This is an optimization exercise on Yosys and OpenROAD, whose aim is small area, a short achievable clock period and few clock cycles per item, not a production implementation.
At most, simulation tests tie the RTL to the original design; equivalence was not proved.

## job 5601
==> flow/design.v (excerpt) <==
module joystick_axes_to_cursor_motion_unit #(
    parameter int ADC_BITS = jac_pkg::ADC_BITS_DEF
) (
    input  logic                          clk,
    input  logic                          rst_n,
    input  logic                          s_axis_tvalid,
    output logic                          s_axis_tready,
    input  logic [((4*ADC_BITS+8)/8)*8-1:0] s_axis_tdata,
    output logic                          m_axis_tvalid,
    input  logic                          m_axis_tready,
    output logic [jac_pkg::OUT_W-1:0]     m_axis_tdata,
    input  logic                          cfg_we,
    input  logic [2:0]                    cfg_addr,
    input  logic [(ADC_BITS > 8 ? ADC_BITS : 8)-1:0] cfg_data
);
clock: 8.0 ns
lec_check: 0
cap_margin: 20
core_margin: 2
core_utilization: 55
cts_buf_list: sky130_fd_sc_hd__clkbuf_8
cts_cluster_size: 40
setup_slack_margin: 5.0
slew_margin: 20
standard.sh (not shown) runs the stock make flow with config.mk's settings and CLKGATE_MAP_FILE= SYNTH_SCRIPT=/design/flow/synth_recipe.tcl, a recipe that flattens the netlist after the stock synthesis.
==> flow/flow/run.sh <==
#!/bin/bash
# Standard ORFS layout (the standard.sh, standard synthesis unchanged),
# except that the port buffers inserted before global placement are buf_2
# cells instead of the cell buffer_ports picks by default, and clock tree
# synthesis uses clkbuf_8 cells without dummy loads.
set -euo pipefail
export BUFFER_PORTS_ARGS="-buffer_cell sky130_fd_sc_hd__buf_2"
export CTS_ARGS="-sink_clustering_enable -repair_clock_nets -dont_use_dummy_load -buf_list sky130_fd_sc_hd__clkbuf_8 -sink_clustering_size 40"
bash standard.sh finish > standard_finish.log 2>&1
Testbench counts of job 5601, summed over its fixed seeds: cycles 36,773, items 25,600.
The following lists how job 9340 was set up differently from job 5601:
--- a/flow/design.v
+++ b/flow/design.v
@@ -233,45 +233,47 @@
     logic        r6_neg, r6_sat;
     logic [13:0] r6_s, r6_c;
     always_ff @(posedge clk)
     begin
         r6_neg <= r5_neg;
         r6_sat <= f1_hi;
         r6_s   <= f1_s5[13:0];
         r6_c   <= f1_c5[13:0];
     end
     logic [14:0] f2_x;
+    logic [11:0] f2_y;
+    logic [16:0] f2_t1, f2_t2, f2_t3, f2_t4, f2_s1, f2_c1, f2_s2, f2_c2;
     always_comb
-        f2_x = {1'b0, r6_s} + {1'b0, r6_c};
+    begin
+        f2_x  = {1'b0, r6_s} + {1'b0, r6_c};
+        f2_y  = f2_x[13:2];
+        f2_t1 = {f2_y, 5'd0};
+        f2_t2 = {2'b0, f2_y, 3'd0};
+        f2_t3 = {5'b0, f2_y};
+        f2_t4 = ~{10'd0, f2_y[11:5]};
+        f2_s1 = f2_t1 ^ f2_t2 ^ f2_t3;
+        f2_c1 = ((f2_t1 & f2_t2) | (f2_t1 & f2_t3) | (f2_t2 & f2_t3)) << 1;
+        f2_s2 = f2_s1 ^ f2_c1 ^ f2_t4;
+        f2_c2 = ((f2_s1 & f2_c1) | (f2_s1 & f2_t4) | (f2_c1 & f2_t4)) << 1;
+    end
     logic        r7_neg, r7_sat;
-    logic [13:0] r7_x;
+    logic [16:0] r7_ps, r7_pc;
     always_ff @(posedge clk)
     begin
         r7_neg <= r6_neg;
         r7_sat <= r6_sat || (f2_x >= 15'd12800);
-        r7_x   <= f2_x[13:0];
+        r7_ps  <= f2_s2;
+        r7_pc  <= f2_c2 | {16'd0, f2_y[4:0] == 5'd0};
     end
-    logic [11:0] g_y;
-    logic [16:0] g_t1, g_t2, g_t3, g_t4, g_s1, g_c1, g_s2, g_c2, g_p;
+    logic [16:0] g_p;
     always_comb
-    begin
-        g_y  = r7_x[13:2];
-        g_t1 = {g_y, 5'd0};
-        g_t2 = {2'b0, g_y, 3'd0};
-        g_t3 = {5'b0, g_y};
-        g_t4 = ~{10'd0, g_y[11:5]};
-        g_s1 = g_t1 ^ g_t2 ^ g_t3;
-        g_c1 = ((g_t1 & g_t2) | (g_t1 & g_t3) | (g_t2 & g_t3)) << 1;
-        g_s2 = g_s1 ^ g_c1 ^ g_t4;
-        g_c2 = ((g_s1 & g_c1) | (g_s1 & g_t4) | (g_c1 & g_t4)) << 1;
-        g_p  = g_s2 + (g_c2 | {16'd0, g_y[4:0] == 5'd0});
-    end
+        g_p = r7_ps + r7_pc;
     logic [6:0] r8_s;
     logic       r8_neg;
     always_ff @(posedge clk)
     begin
         r8_s   <= g_p[16:10] | {7{r7_sat}};
         r8_neg <= r7_neg;
     end
     assign sat_g = r7_sat;
     logic [7:0] h_pp [4];
     logic [7:0] h_s1, h_c1, h_s2, h_c2;
[summary]
In the tables for job 9340 and job 5601, worst-case reg-to-reg path depth reads lower with job 9340. Cmp job 9340 and job 5601 / total routed wirelength / lower: job 9340. Comparing job 9340 and job 5601, post-placement setup slack is lower on job 9340. Summary: cell area after layout, job 9340 worse than job 5601. Job 5601 and job 9340 ended up with roughly the same post-synthesis instance total. Compared to job 5601, job 9340 has detailed route wirelength on metal3 7.3% lower. Job 9340 vs. job 5601: wire length of the first global-routing pass saw a decrease. In job 9340 the number of non-clock inverters in the layout turned out about 4.4% higher than in job 5601. The higher measured slew at the worst slew-check pin came out of job 9340. Number of vias in the routed layout across job 9340 and job 5601: no real change.
Only the layout flow was run in job 9340; the RTL was not checked for function there.

re-timing with driven ports:
No port has a modelled driver above. Below, the same layouts with a new extraction and two added sets of constraints. Step 1 (the two cells are an assumption about what drives the block):
set clk [get_ports {clk}]
set_driving_cell -lib_cell sky130_fd_sc_hd__clkbuf_16 $clk
set_driving_cell -lib_cell sky130_fd_sc_hd__buf_2 [delete_from_list [all_inputs] $clk]
Step 2 moves the port delays by t, midway between the first and last clock arrival at a register: inputs arrive t later, outputs are due t later. That takes back most of the time a late clock gives input paths. Three values: ideal, step 1, step 2; two values: the first two.
| run | t (ns) | setup slack, ns | worst setup path at the end | clock arrival spread, ns | pins driven straight from the clock port |
|---|---|---|---|---|---|
| job 5601 | 0.719 | 4.873 / 4.873 / 4.579 | input to register | 0.093 / 0.093 | 1 |
| job 9340 | 0.715 | 4.830 / 4.830 / 4.483 | input to register | 0.059 / 0.059 | 1 |
After both steps every run listed still meets setup and hold. The setup slack of job 9340, which loses most, moves by 0.000 ns with the drivers and by -0.347 ns with both steps.
